Background: an optimization exercise with open tools, aiming at small area, a short achievable clock period and few clock cycles per item. Do not read the settings as production practice.
Function was checked by simulation only, so behaviour that the tests miss may differ from the original.
Power figures rest on the tool's default switching activity, not on a simulated workload.

==> inputs of juniper <==
## thumb_load_store_unit
module thumb_load_store_unit (
  input  logic        clk,
  input  logic        rst,
  input  logic        push,
  input  logic [53:0] item,
  output logic        full,
  output logic        empty,
  input  logic        pop,
  output logic [69:0] result
);
clock: 5.5 ns
lec_check: 0
cap_margin: 20
core_margin: 2
core_utilization: 40
slew_margin: 20
run.sh (not shown) runs the stock make flow with config.mk's settings and CLKGATE_MAP_FILE= SYNTH_SCRIPT=/design/flow/synth_recipe.tcl, a recipe that flattens the netlist after the stock synthesis.
==> maple (differences from juniper) <==
--- a/flow/design.v
+++ b/flow/design.v
@@ -41,19 +41,19 @@
   logic [31:0] sp, lr, pc;
   logic        tbit;
   logic [8:0]  pmask;    
   logic [1:0]  poff;     
   logic        ov;
   logic [69:0] res;
+  logic        pb;       
   logic [8:0]  plist;    
   logic        pmode;    
-  wire busy = |plist;
   wire acc  = push & ~full;
-  wire step = busy & (~ov | pop);
-  wire [1:0]  cmd = busy ? tlsu_pkg::CMD_EXEC : item[53:52];
-  wire [15:0] ins = busy ? {4'hB, pmode, 2'b10, plist} : item[51:36];
+  wire step = pb & (~ov | pop);
+  wire [1:0]  cmd = item[53:52];
+  wire [15:0] ins = item[51:36];
   wire [3:0]  idx = item[35:32];
   wire [31:0] d   = item[31:0];
   wire pend   = |pmask;
   wire c_exec = (cmd == tlsu_pkg::CMD_EXEC);
   wire c_ret  = (cmd == tlsu_pkg::CMD_RET);
   wire c_wr   = (cmd == tlsu_pkg::CMD_WRREG);
@@ -62,32 +62,35 @@
   wire e_str   = (ins[15:11] == 5'b01100);
   wire e_ldr   = (ins[15:11] == 5'b01101);
   wire e_strb  = (ins[15:11] == 5'b01110);
   wire e_strsp = (ins[15:11] == 5'b10010);
   wire e_ldrsp = (ins[15:11] == 5'b10011);
   wire e_pp    = (ins[15:12] == 4'hB) && (ins[10:9] == 2'd2);
-  wire [8:0] list = ins[8:0];
-  wire x_exec = c_exec & (~pend | busy);    
+  wire x_exec = c_exec & ~pend;    
   wire x_ldr  = x_exec & (e_ldrpc | e_ldr | e_ldrsp);
   wire x_st   = x_exec & (e_str | e_strb | e_strsp);
-  wire x_pop  = x_exec & e_pp & ins[11] & (list != 9'd0);
-  wire x_push = x_exec & e_pp & ~ins[11] & (list != 9'd0);
-  wire x_none = x_exec & e_pp & (list == 9'd0);   
+  wire x_pop  = x_exec & e_pp & ins[11] & (ins[8:0] != 9'd0);
+  wire x_push = x_exec & e_pp & ~ins[11] & (ins[8:0] != 9'd0);
+  wire x_none = x_exec & e_pp & (ins[8:0] == 9'd0);   
   wire x_ret  = c_ret & pend;
   wire reg_ok = ~idx[3] | (idx == 4'd13) | (idx == 4'd14) | (idx == 4'd15);
   wire x_wr   = c_wr & reg_ok;
   wire x_rd   = c_rd & reg_ok;
+  wire [8:0] list = pb ? plist : ins[8:0];
+  wire       mode = pb ? pmode : ins[11];
   logic [3:0] hi_i;
   always_comb begin
     hi_i = 4'd0;
     for (int i = 0; i <= 8; i++) if (list[i]) hi_i = 4'(i);
   end
   wire [8:0] list_lo_cleared = list & (list - 9'd1);
   wire [8:0] list_hi_cleared = list & ~(9'd1 << hi_i);
-  wire [8:0] list_next = ins[11] ? list_lo_cleared : list_hi_cleared;
+  wire [8:0] list_next = mode ? list_lo_cleared : list_hi_cleared;
   wire       pp_last   = (list_next == 9'd0);
+  wire [29:0] spn = mode ? sp[31:2] + 30'd1 : sp[31:2] - 30'd1;
+  wire [31:0] pp_addr = {mode ? sp[31:2] : spn, 2'b00};
   logic [3:0] ph;
   always_comb begin
     ph = 4'd0;
     for (int i = 8; i >= 0; i--) if (pmask[i]) ph = 4'(i);
   end
   wire       ret_pc = pmask[8] & (pmask[7:0] == 8'd0);
@@ -102,27 +105,24 @@
     endcase
   end
   wire [31:0] base = e_ldrpc ? pc : ins[15] ? sp : r[ins[5:3]];
   wire [9:0]  off  = e_strb ? {5'd0, ins[10:6]} : ins[15] | e_ldrpc ? {ins[7:0], 2'b00}
                                                                      : {3'd0, ins[10:6], 2'b00};
   wire [31:0] sum  = base + {22'd0, off};
-  wire [29:0] spn  = ins[11] ? sp[31:2] + 30'd1 : sp[31:2] - 30'd1;
   logic [31:0] addr;
   always_comb begin
-    if (e_pp) addr = {ins[11] ? sp[31:2] : spn, 2'b00};
+    if (e_pp) addr = pp_addr;
     else if (e_strb | e_ldrpc) addr = sum;
     else addr = {sum[31:2], 2'b00};
   end
   logic [3:0]  rsel;
   logic [31:0] rv;
   always_comb begin
-    if (c_exec) begin
-      if (e_pp) rsel = (hi_i == 4'd8) ? 4'd14 : hi_i;
-      else if (ins[15]) rsel = {1'b0, ins[10:8]};
-      else rsel = {1'b0, ins[2:0]};
-    end else rsel = idx;
+    if (pb | c_exec & e_pp) rsel = (hi_i == 4'd8) ? 4'd14 : hi_i;
+    else if (c_exec) rsel = ins[15] ? {1'b0, ins[10:8]} : {1'b0, ins[2:0]};
+    else rsel = idx;
     case (rsel)
       4'd13: rv = sp;
       4'd14: rv = lr;
       4'd15: rv = pc;
       default: rv = r[rsel[2:0]];
     endcase
@@ -157,45 +157,54 @@
     end else if (x_wr | x_rd) begin
       kind  = tlsu_pkg::KIND_REPORT;
       raddr = {28'd0, idx};
       rwd   = x_wr ? d : rv;
     end
   end
-  wire go = acc | step;    
-  assign full   = busy | (ov & ~pop);
+  wire [69:0] cres = {pmode ? tlsu_pkg::KIND_READ : tlsu_pkg::KIND_WRITE, pp_addr,
+                      pmode ? 32'd0 : rv, 1'b0, 1'b0, tbit, pp_last};
+  assign full   = pb | (ov & ~pop);
   assign empty  = ~ov;
   assign result = res;
   always_ff @(posedge clk) begin
-    if (go & ~x_none) res <= {kind, raddr, rwd, rbw, rbr, rt, rlast};
+    if (step) res <= cres;
+    else if (acc & ~x_none) res <= {kind, raddr, rwd, rbw, rbr, rt, rlast};
     if (rst) begin
       ov    <= 1'b0;
+      pb    <= 1'b0;
       plist <= '0;
       pmode <= 1'b0;
       for (int i = 0; i < 8; i++) r[i] <= '0;
       sp    <= '0;
       lr    <= '0;
       pc    <= '0;
       tbit  <= 1'b1;
       pmask <= '0;
       poff  <= '0;
     end else begin
-      if (go) ov <= ~x_none;
+      if (step) ov <= 1'b1;
+      else if (acc) ov <= ~x_none;
       else if (pop) ov <= 1'b0;
-      if (go) begin
+      if (step) begin
+        sp    <= {spn, sp[1:0]};
+        plist <= list_next;
+        pb    <= ~pp_last;
+      end else if (acc) begin
         if (x_ldr) begin
           pmask <= 9'd1 << (e_ldrpc | ins[15] ? ins[10:8] : ins[2:0]);
           poff  <= e_ldrpc ? 2'd0 : sum[1:0];
         end
-        if (x_pop & ~busy) begin
-          pmask <= list;
+        if (x_pop) begin
+          pmask <= ins[8:0];
           poff  <= 2'd0;
         end
         if (x_pop | x_push) begin
           sp    <= {spn, sp[1:0]};
           plist <= list_next;
           pmode <= ins[11];
+          pb    <= ~pp_last;
         end
         if (x_ret) begin
           pmask <= pmask_next;
           if (ret_pc) begin
             pc   <= {wv[31:1], 1'b0};
             tbit <= wv[0];
--- a/flow/config.mk
+++ b/flow/config.mk
@@ -4,8 +4,8 @@
 export VERILOG_FILES = /design/flow/design.v
 export SDC_FILE = /design/flow/constraint.sdc
 export NUM_CORES = 4
 export LEC_CHECK = 0
 export CAP_MARGIN = 20
 export CORE_MARGIN = 2
-export CORE_UTILIZATION = 40
+export CORE_UTILIZATION = 60
 export SLEW_MARGIN = 20
==> notes <==
- Against juniper, the clock skew of maple is higher by 0.72 ps.
- Of maple and juniper, juniper has the higher sequential power (gap 23%, measured against juniper).
- Total power: maple is smaller than juniper (69%).
- Of juniper and maple, juniper has the higher cell count (gap 17%, measured against maple).
Testbench counts of juniper, summed over its fixed seeds: cycles 6,017, items 4,194.
Testbench counts of maple, summed over its fixed seeds: cycles 6,017, items 4,194.

==> v7: inputs <==
==> flow/design.v <==
package tlsu_pkg;
  localparam logic [1:0] CMD_EXEC  = 2'd0;
  localparam logic [1:0] CMD_RET   = 2'd1;
  localparam logic [1:0] CMD_WRREG = 2'd2;
  localparam logic [1:0] CMD_RDREG = 2'd3;
  localparam logic [1:0] KIND_WRITE  = 2'd0;
  localparam logic [1:0] KIND_READ   = 2'd1;
  localparam logic [1:0] KIND_REPORT = 2'd2;
  localparam logic [1:0] KIND_ERROR  = 2'd3;
  localparam logic [3:0] REG_SP = 4'd13;
  localparam logic [3:0] REG_LR = 4'd14;
  localparam logic [3:0] REG_PC = 4'd15;
  localparam int unsigned PEND_DEPTH = 9;
  typedef struct packed {
    logic [1:0]  command;
    logic [15:0] instr;
    logic [3:0]  reg_index;
    logic [31:0] data;
  } in_item_t;
  typedef struct packed {
    logic [1:0]  kind;
    logic [31:0] address;
    logic [31:0] write_data;
    logic        byte_write;
    logic        branched;
    logic        thumb_state;
    logic        last;
  } out_item_t;
endpackage
module thumb_load_store_unit (
  input  logic        clk,
  input  logic        rst,
  input  logic        push,
  input  logic [53:0] item,
  output logic        full,
  output logic        empty,
  input  logic        pop,
  output logic [69:0] result
);
  logic [31:0] r [8];
  logic [31:0] sp, lr, pc;
  logic        tbit;
  logic [8:0]  pmask;    
  logic [1:0]  poff;     
  logic        ov;
  logic [1:0]  res_k;
  logic [21:0] res_ah;
  logic [9:0]  res_al;
  logic        res_c, res_bw, res_br, res_l;
  logic [10:0] rws, rwh;    
  logic        pb;       
  logic [8:0]  plist;    
  logic        pmode;    
  wire acc  = push & ~full;
  wire step = pb & (~ov | pop);
  wire [1:0]  cmd = item[53:52];
  wire [15:0] ins = item[51:36];
  wire [3:0]  idx = item[35:32];
  wire [31:0] d   = item[31:0];
  wire pend   = |pmask;
  wire c_exec = (cmd == tlsu_pkg::CMD_EXEC);
  wire c_ret  = (cmd == tlsu_pkg::CMD_RET);
  wire c_wr   = (cmd == tlsu_pkg::CMD_WRREG);
  wire c_rd   = (cmd == tlsu_pkg::CMD_RDREG);
  wire e_ldrpc = (ins[15:11] == 5'b01001);
  wire e_str   = (ins[15:11] == 5'b01100);
  wire e_ldr   = (ins[15:11] == 5'b01101);
  wire e_strb  = (ins[15:11] == 5'b01110);
  wire e_strsp = (ins[15:11] == 5'b10010);
  wire e_ldrsp = (ins[15:11] == 5'b10011);
  wire e_pp    = (ins[15:12] == 4'hB) && (ins[10:9] == 2'd2);
  wire x_exec = c_exec & ~pend;    
  wire x_ldr  = x_exec & (e_ldrpc | e_ldr | e_ldrsp);
  wire x_st   = x_exec & (e_str | e_strb | e_strsp);
  wire x_pop  = x_exec & e_pp & ins[11] & (ins[8:0] != 9'd0);
  wire x_push = x_exec & e_pp & ~ins[11] & (ins[8:0] != 9'd0);
  wire x_none = x_exec & e_pp & (ins[8:0] == 9'd0);   
  wire x_ret  = c_ret & pend;
  wire reg_ok = ~idx[3] | (idx == 4'd13) | (idx == 4'd14) | (idx == 4'd15);
  wire x_wr   = c_wr & reg_ok;
  wire x_rd   = c_rd & reg_ok;
  wire [8:0] list = pb ? plist : ins[8:0];
  wire       mode = pb ? pmode : ins[11];
  logic [8:0] hi_1h;     
  always_comb begin
    hi_1h = 9'd0;
    for (int i = 0; i <= 8; i++) if (list[i]) hi_1h = 9'd1 << i;
  end
  wire [8:0] list_lo_cleared = list & (list - 9'd1);
  wire [8:0] list_hi_cleared = list & ~hi_1h;
  wire [8:0] list_next = mode ? list_lo_cleared : list_hi_cleared;
  wire       pp_last   = (list_next == 9'd0);
  wire [29:0] sp_inc = sp[31:2] + 30'd1;
  wire [29:0] sp_dec = sp[31:2] - 30'd1;
  wire [31:0] pp_addr = {mode ? sp[31:2] : sp_dec, 2'b00};
  wire [31:0] pp_sp   = {mode ? sp_inc : sp_dec, sp[1:0]};
  wire [10:0] push_ws = {1'b0, hi_1h[8], 1'b0, hi_1h[7:0]};   
  logic [8:0] ph_1h;
  always_comb begin
    ph_1h = 9'd0;
    for (int i = 8; i >= 0; i--) if (pmask[i]) ph_1h = 9'd1 << i;
  end
  wire       ret_pc = ph_1h[8];
  wire [8:0] pmask_next = pmask & ~ph_1h;
  wire [1:0]  rot = poff & {2{c_ret}};
  wire [31:0] wv8 = rot[0] ? {d[7:0], d[31:8]} : d;
  wire [31:0] wv  = rot[1] ? {wv8[15:0], wv8[31:16]} : wv8;
  wire [31:0] base = e_ldrpc ? pc : ins[15] ? sp : r[ins[5:3]];
  wire [9:0]  off  = e_strb ? {5'd0, ins[10:6]} : ins[15] | e_ldrpc ? {ins[7:0], 2'b00}
                                                                     : {3'd0, ins[10:6], 2'b00};
  wire [10:0] sum  = {1'b0, base[9:0]} + {1'b0, off};
  wire [9:0]  alo  = (e_strb | e_ldrpc) ? sum[9:0] : {sum[9:2], 2'b00};
  wire [7:0]  st_1h  = 8'd1 << (ins[15] ? ins[10:8] : ins[2:0]);
  logic [10:0] idx_ws;
  always_comb begin
    idx_ws = 11'd0;
    if (!idx[3]) idx_ws[idx[2:0]] = 1'b1;
    else if (idx == 4'd13) idx_ws[8] = 1'b1;
    else if (idx == 4'd14) idx_ws[9] = 1'b1;
    else if (idx == 4'd15) idx_ws[10] = 1'b1;
  end
  logic [1:0]  kind;
  logic [31:0] raddr;
  logic [10:0] rsel;
  logic        rbw, rbr, rlast, rcy;
  always_comb begin
    kind  = tlsu_pkg::KIND_ERROR;
    raddr = '0;
    rsel  = '0;
    rbw   = 1'b0;
    rbr   = 1'b0;
    rlast = 1'b1;
    rcy   = 1'b0;
    if (x_ldr | x_st) begin
      raddr = {base[31:10], alo};
      rcy   = sum[10];
    end
    if (x_pop | x_push) raddr = pp_addr;
    if (x_ldr | x_pop) begin
      kind  = tlsu_pkg::KIND_READ;
      rlast = ~x_pop | pp_last;
    end else if (x_st | x_push) begin
      kind  = tlsu_pkg::KIND_WRITE;
      rsel  = x_push ? push_ws : {3'd0, st_1h};
      rbw   = e_strb;
      rlast = ~x_push | pp_last;
    end else if (x_ret) begin
      kind  = tlsu_pkg::KIND_REPORT;
      raddr = {28'd0, ret_pc, ph_1h[4] | ph_1h[5] | ph_1h[6] | ph_1h[7] | ret_pc,
               ph_1h[2] | ph_1h[3] | ph_1h[6] | ph_1h[7] | ret_pc,
               ph_1h[1] | ph_1h[3] | ph_1h[5] | ph_1h[7] | ret_pc};
      rsel  = {ph_1h[8], 2'd0, ph_1h[7:0]};
      rbr   = ret_pc;
    end else if (x_wr | x_rd) begin
      kind  = tlsu_pkg::KIND_REPORT;
      raddr = {28'd0, idx};
      rsel  = idx_ws;
    end
  end
  logic [31:0] rv;
  always_comb begin
    rv[7:0]  = (rws[8] ? sp[7:0] : 8'd0) | (rws[9] ? lr[7:0] : 8'd0) | (rws[10] ? pc[7:0] : 8'd0);
    rv[31:8] = (rwh[8] ? sp[31:8] : 24'd0) | (rwh[9] ? lr[31:8] : 24'd0)
             | (rwh[10] ? pc[31:8] : 24'd0);
    for (int i = 0; i < 8; i++) begin
      rv[7:0]  = rv[7:0] | (rws[i] ? r[i][7:0] : 8'd0);
      rv[31:8] = rv[31:8] | (rwh[i] ? r[i][31:8] : 24'd0);
    end
  end
  assign full   = pb | (ov & ~pop);
  assign empty  = ~ov;
  assign result = {res_k, res_ah + {21'd0, res_c}, res_al,
                   rv, res_bw, res_br, tbit, res_l};
  wire [7:0] we_r  = {8{acc & c_wr & ~idx[3]}} & (8'd1 << idx[2:0])
                   | {8{acc & c_ret}} & ph_1h[7:0];
  wire       we_pc = acc & (c_wr & (idx == 4'd15) | c_ret & ph_1h[8]);
  wire       we_t  = acc & c_ret & ph_1h[8];
  wire       we_lr = acc & c_wr & (idx == 4'd14);
  wire       we_sp = acc & c_wr & (idx == 4'd13);
  wire       pp_go = step | acc & (x_pop | x_push);
  wire       rload = ~ov | pop;
  always_ff @(posedge clk) begin
    if (rload) begin
      if (pb) begin
        res_k  <= pmode ? tlsu_pkg::KIND_READ : tlsu_pkg::KIND_WRITE;
        {res_ah, res_al} <= pp_addr;
        res_c  <= 1'b0;
        rws    <= pmode ? 11'd0 : push_ws;
        rwh    <= pmode ? 11'd0 : push_ws;
        res_bw <= 1'b0;
        res_br <= 1'b0;
        res_l  <= pp_last;
      end else begin
        res_k  <= kind;
        {res_ah, res_al} <= raddr;
        res_c  <= rcy;
        rws    <= rsel;
        rwh    <= rbw ? 11'd0 : rsel;
        res_bw <= rbw;
        res_br <= rbr;
        res_l  <= rlast;
      end
    end
    if (rst) begin
      ov    <= 1'b0;
      pb    <= 1'b0;
      plist <= '0;
      pmode <= 1'b0;
      for (int i = 0; i < 8; i++) r[i] <= '0;
      sp    <= '0;
      lr    <= '0;
      pc    <= '0;
      tbit  <= 1'b1;
      pmask <= '0;
      poff  <= '0;
    end else begin
      if (rload) ov <= pb | push & ~x_none;
      for (int i = 0; i < 8; i++) if (we_r[i]) r[i] <= wv;
      if (we_pc) pc <= {wv[31:1], wv[0] & ~c_ret};
      if (we_t) tbit <= wv[0];
      if (we_lr) lr <= d;
      if (we_sp) sp <= d;
      else if (pp_go) sp <= pp_sp;
      if (pp_go) begin
        plist <= list_next;
        pb    <= ~pp_last;
      end
      if (acc) begin
        if (x_pop | x_push) pmode <= ins[11];
        if (x_ldr) begin
          pmask <= {1'b0, st_1h & {8{~e_ldrpc}} | (8'd1 << ins[10:8]) & {8{e_ldrpc}}};
          poff  <= e_ldrpc ? 2'd0 : sum[1:0];
        end
        if (x_pop) begin
          pmask <= ins[8:0];
          poff  <= 2'd0;
        end
        if (x_ret) pmask <= pmask_next;
      end
    end
  end
endmodule
==> flow/flow/run.sh <==
#!/bin/bash
# The standard layout (standard.sh, unchanged synthesis and steps), with one change: the
# buffers that buffer_ports puts on every input and output port are sky130_fd_sc_hd__buf_2
# instead of the resizer's default pick (a slow delay buffer, clkdlybuf4s50_1).
# make's full output goes to standard.log in this folder; ORFS's per-step logs stay under orfs/logs.
set -euo pipefail
bash standard.sh "BUFFER_PORTS_ARGS=-buffer_cell sky130_fd_sc_hd__buf_2" finish > standard.log 2>&1
==> flow/standard.sh <==
#!/bin/bash
# synth_recipe.tcl (not shown) runs the flow's synth.tcl, then flattens the netlist and writes it again
# the make line also repeats each setting of config.mk as NAME=value (left out here)
make -C /OpenROAD-flow-scripts/flow DESIGN_CONFIG=/design/flow/config.mk WORK_HOME=/design/flow/orfs CLKGATE_MAP_FILE= SYNTH_SCRIPT=/design/flow/synth_recipe.tcl "${@:-finish}"
==> flow/config.mk <==
export PLATFORM = sky130hd
export DESIGN_NAME = thumb_load_store_unit
export DESIGN_NICKNAME = thumb_load_store_unit
export VERILOG_FILES = /design/flow/design.v
export SDC_FILE = /design/flow/constraint.sdc
export NUM_CORES = 4
export LEC_CHECK = 0
export CAP_MARGIN = 20
export CORE_MARGIN = 2
export CORE_UTILIZATION = 60
export SETUP_SLACK_MARGIN = 2.2
export SLEW_MARGIN = 20
==> flow/constraint.sdc <==
create_clock -name core_clock -period 5.5 [get_ports {clk}]
set_input_delay 1.1000 -clock core_clock [delete_from_list [all_inputs] [get_ports {clk}]]
set_output_delay 1.1000 -clock core_clock [all_outputs]
set_load 0.01 [all_outputs]
==> v38 (differences from v7) <==
--- a/flow/config.mk
+++ b/flow/config.mk
@@ -8,5 +8,5 @@
 export CAP_MARGIN = 20
 export CORE_MARGIN = 2
-export CORE_UTILIZATION = 60
+export CORE_UTILIZATION = 50
 export SETUP_SLACK_MARGIN = 2.2
 export SLEW_MARGIN = 20
==> v3 (differences from v7) <==
--- a/flow/design.v
+++ b/flow/design.v
@@ -48,5 +48,5 @@
   logic [9:0]  res_al;
   logic        res_c, res_bw, res_br, res_l;
-  logic [10:0] rws, rwh;    
+  logic [10:0] rws;
   logic        pb;       
   logic [8:0]  plist;    
@@ -160,16 +160,11 @@
   logic [31:0] rv;
   always_comb begin
-    rv[7:0]  = (rws[8] ? sp[7:0] : 8'd0) | (rws[9] ? lr[7:0] : 8'd0) | (rws[10] ? pc[7:0] : 8'd0);
-    rv[31:8] = (rwh[8] ? sp[31:8] : 24'd0) | (rwh[9] ? lr[31:8] : 24'd0)
-             | (rwh[10] ? pc[31:8] : 24'd0);
-    for (int i = 0; i < 8; i++) begin
-      rv[7:0]  = rv[7:0] | (rws[i] ? r[i][7:0] : 8'd0);
-      rv[31:8] = rv[31:8] | (rwh[i] ? r[i][31:8] : 24'd0);
-    end
+    rv = (rws[8] ? sp : 32'd0) | (rws[9] ? lr : 32'd0) | (rws[10] ? pc : 32'd0);
+    for (int i = 0; i < 8; i++) rv = rv | (rws[i] ? r[i] : 32'd0);
   end
   assign full   = pb | (ov & ~pop);
   assign empty  = ~ov;
   assign result = {res_k, res_ah + {21'd0, res_c}, res_al,
-                   rv, res_bw, res_br, tbit, res_l};
+                   res_bw ? {24'd0, rv[7:0]} : rv, res_bw, res_br, tbit, res_l};
   wire [7:0] we_r  = {8{acc & c_wr & ~idx[3]}} & (8'd1 << idx[2:0])
                    | {8{acc & c_ret}} & ph_1h[7:0];
@@ -187,5 +182,4 @@
         res_c  <= 1'b0;
         rws    <= pmode ? 11'd0 : push_ws;
-        rwh    <= pmode ? 11'd0 : push_ws;
         res_bw <= 1'b0;
         res_br <= 1'b0;
@@ -196,5 +190,4 @@
         res_c  <= rcy;
         rws    <= rsel;
-        rwh    <= rbw ? 11'd0 : rsel;
         res_bw <= rbw;
         res_br <= rbr;
--- a/flow/config.mk
+++ b/flow/config.mk
@@ -9,4 +9,4 @@
 export CORE_MARGIN = 2
 export CORE_UTILIZATION = 60
-export SETUP_SLACK_MARGIN = 2.2
+export SETUP_SLACK_MARGIN = 2.0
 export SLEW_MARGIN = 20
==> v24 (differences from v7) <==
--- a/flow/design.v
+++ b/flow/design.v
@@ -48,5 +48,5 @@
   logic [9:0]  res_al;
   logic        res_c, res_bw, res_br, res_l;
-  logic [10:0] rws, rwh;    
+  logic [10:0] rws;
   logic        pb;       
   logic [8:0]  plist;    
@@ -160,16 +160,11 @@
   logic [31:0] rv;
   always_comb begin
-    rv[7:0]  = (rws[8] ? sp[7:0] : 8'd0) | (rws[9] ? lr[7:0] : 8'd0) | (rws[10] ? pc[7:0] : 8'd0);
-    rv[31:8] = (rwh[8] ? sp[31:8] : 24'd0) | (rwh[9] ? lr[31:8] : 24'd0)
-             | (rwh[10] ? pc[31:8] : 24'd0);
-    for (int i = 0; i < 8; i++) begin
-      rv[7:0]  = rv[7:0] | (rws[i] ? r[i][7:0] : 8'd0);
-      rv[31:8] = rv[31:8] | (rwh[i] ? r[i][31:8] : 24'd0);
-    end
+    rv = (rws[8] ? sp : 32'd0) | (rws[9] ? lr : 32'd0) | (rws[10] ? pc : 32'd0);
+    for (int i = 0; i < 8; i++) rv = rv | (rws[i] ? r[i] : 32'd0);
   end
   assign full   = pb | (ov & ~pop);
   assign empty  = ~ov;
   assign result = {res_k, res_ah + {21'd0, res_c}, res_al,
-                   rv, res_bw, res_br, tbit, res_l};
+                   res_bw ? {24'd0, rv[7:0]} : rv, res_bw, res_br, tbit, res_l};
   wire [7:0] we_r  = {8{acc & c_wr & ~idx[3]}} & (8'd1 << idx[2:0])
                    | {8{acc & c_ret}} & ph_1h[7:0];
@@ -187,5 +182,4 @@
         res_c  <= 1'b0;
         rws    <= pmode ? 11'd0 : push_ws;
-        rwh    <= pmode ? 11'd0 : push_ws;
         res_bw <= 1'b0;
         res_br <= 1'b0;
@@ -196,5 +190,4 @@
         res_c  <= rcy;
         rws    <= rsel;
-        rwh    <= rbw ? 11'd0 : rsel;
         res_bw <= rbw;
         res_br <= rbr;
==> flow/run.sh (new file) <==
#!/bin/bash
# synth_recipe.tcl (not shown) runs the flow's synth.tcl, then flattens the netlist and writes it again
# the make line also repeats each setting of config.mk as NAME=value (left out here)
make -C /OpenROAD-flow-scripts/flow DESIGN_CONFIG=/design/flow/config.mk WORK_HOME=/design/flow/orfs CLKGATE_MAP_FILE= SYNTH_SCRIPT=/design/flow/synth_recipe.tcl finish
--- a/flow/config.mk
+++ b/flow/config.mk
@@ -9,4 +9,4 @@
 export CORE_MARGIN = 2
 export CORE_UTILIZATION = 60
-export SETUP_SLACK_MARGIN = 2.2
+export SETUP_SLACK_MARGIN = 2.0
 export SLEW_MARGIN = 20
removed: flow/flow/run.sh
removed: flow/standard.sh
==> impl_metrics.tcl <==
set metrics [dict create \
    globalRouteMet3Util_pct 21.9 \
    clk_latency_ns 0.62 \
    dr_total_vias 26400 \
    cts.reportedPaths.clkPinSlew_ns 0.06 \
    dp_hpwl_um 68800 \
    outcome "timing/DRC/antenna clean" \
    netlist_area_um2 24400 \
    final_util_pct 69.6 \
    p_per_area_nw_per_um2 269 \
    design.die.area_um2 42200 \
]
(the above is from v7)
==> impl_metrics.tcl <==
set metrics [dict create \
    outcome "timing/DRC/antenna clean" \
    dp_hpwl_um 70100 \
    critPathSlowestCell "edfxtp_1" \
    largest_reg_flops 256 \
    netlist_area_um2 24300 \
    num-nonclk-buffers 236 \
    cts.reportedPaths.clkPinSlew_ns 0.06 \
    cts.sinks 425 \
    grt_max_degree 143 \
    globalRouteMet3Util_pct 20.0 \
    dr_total_vias 26700 \
    clk_latency_ns 0.61 \
    synth_xor_area_share_pct 1.26 \
    design.die.area_um2 42200 \
    final_util_pct 68.8 \
    p_per_area_nw_per_um2 261 \
    reg2reg_from "pb$_SDFFE_PP0P_" \
    setup_viol 0 \
    place_ws_ns 0.906 \
]
(the above is from v3)
==> impl_metrics.tcl <==
set metrics [dict create \
    final_util_pct 72.9 \
    clk_latency_ns 0.62 \
    dp_hpwl_um 71100 \
    design.die.area_um2 42200 \
    cts.reportedPaths.clkPinSlew_ns 0.07 \
    htree_levels 2 \
    outcome "timing/DRC/antenna clean" \
    yosysTopAreaCell "dfxtp_1" \
    globalRouteMet3Util_pct 23.6 \
    dr_total_vias 27800 \
    p_per_area_nw_per_um2 258 \
    netlist_area_um2 24300 \
]
(the above is from v24)
==> impl_metrics.tcl <==
set metrics [dict create \
    hold_viol_final 0 \
    globalRouteMet3Util_pct 14.5 \
    outcome "timing/DRC/antenna clean" \
    avgSynthCellArea_um2 8.11 \
    whs_ns 0.461 \
    worstPathCellList "buf_6, buf_12, a222oi_1, nand3_1, buf_2" \
    reg2reg_from "pmask[4]$_SDFFE_PP0P_" \
    hold_path.startpoint "lr[13]$_SDFFE_PP0P_" \
    netlist_area_um2 24400 \
    clk_latency_ns 0.63 \
    p_per_area_nw_per_um2 273 \
    drive_gt1_share_pct 16.9 \
    chipHeight_um 225 \
    gr-max-usage-layer "met2" \
    design.die.area_um2 50500 \
    final_util_pct 59.0 \
    power_leader "the clock network" \
    dp_hpwl_um 72800 \
    cts.reportedPaths.clkPinSlew_ns 0.06 \
    dr_total_vias 26000 \
]
(the above is from v38)
Testbench counts of v7, summed over its fixed seeds: cycles 6,017, items 4,194.
Testbench counts of v38, summed over its fixed seeds: cycles 6,017, items 4,194.
Testbench counts of v3, summed over its fixed seeds: cycles 6,017, items 4,194.
Testbench counts of v24, summed over its fixed seeds: cycles 6,017, items 4,194.

[what the ideal ports hide]
How much do the figures lean on ideal ports? The routed layouts below were timed once more, with nothing changed but the port constraints. Step 1: set_driving_cell puts a clkbuf_16 on clk and a buf_2 on each other input, an assumption about the parent block. Step 2 times the ports against the registers' clock, not the clock port: input delays grow and output delays shrink by t, the midpoint of the rising clock arrivals with the driver on. Slacks: ideal / step 1 / step 2; pairs: ideal / step 1.
| run | t (ns) | setup WS [ns] | worst register clock-pin slew, ns | worst slew at a driven data input, ns | pins driven straight from the clock port |
|---|---|---|---|---|---|
| juniper | 0.703 | 0.366 / 0.366 / -0.323 | 0.07 / 0.07 | 0.07 | 1 |
| maple | 0.667 | 0.811 / 0.849 / 0.182 | 0.07 / 0.07 | 0.06 | 1 |
| v7 | 0.668 | 2.072 / 2.012 / 1.460 | 0.07 / 0.07 | 0.20 | 1 |
| v38 | 0.679 | 2.181 / 2.109 / 1.430 | 0.07 / 0.07 | 0.24 | 1 |
| v3 | 0.660 | 1.927 / 1.869 / 1.340 | 0.07 / 0.07 | 0.08 | 1 |
| v24 | 0.677 | 1.874 / 1.811 / 1.237 | 0.07 / 0.07 | 0.22 | 1 |
With both steps, setup timing fails in juniper, where it was met with ideal ports. The setup slack of v38, which loses most, moves by -0.072 ns with the drivers and by -0.751 ns with both steps.
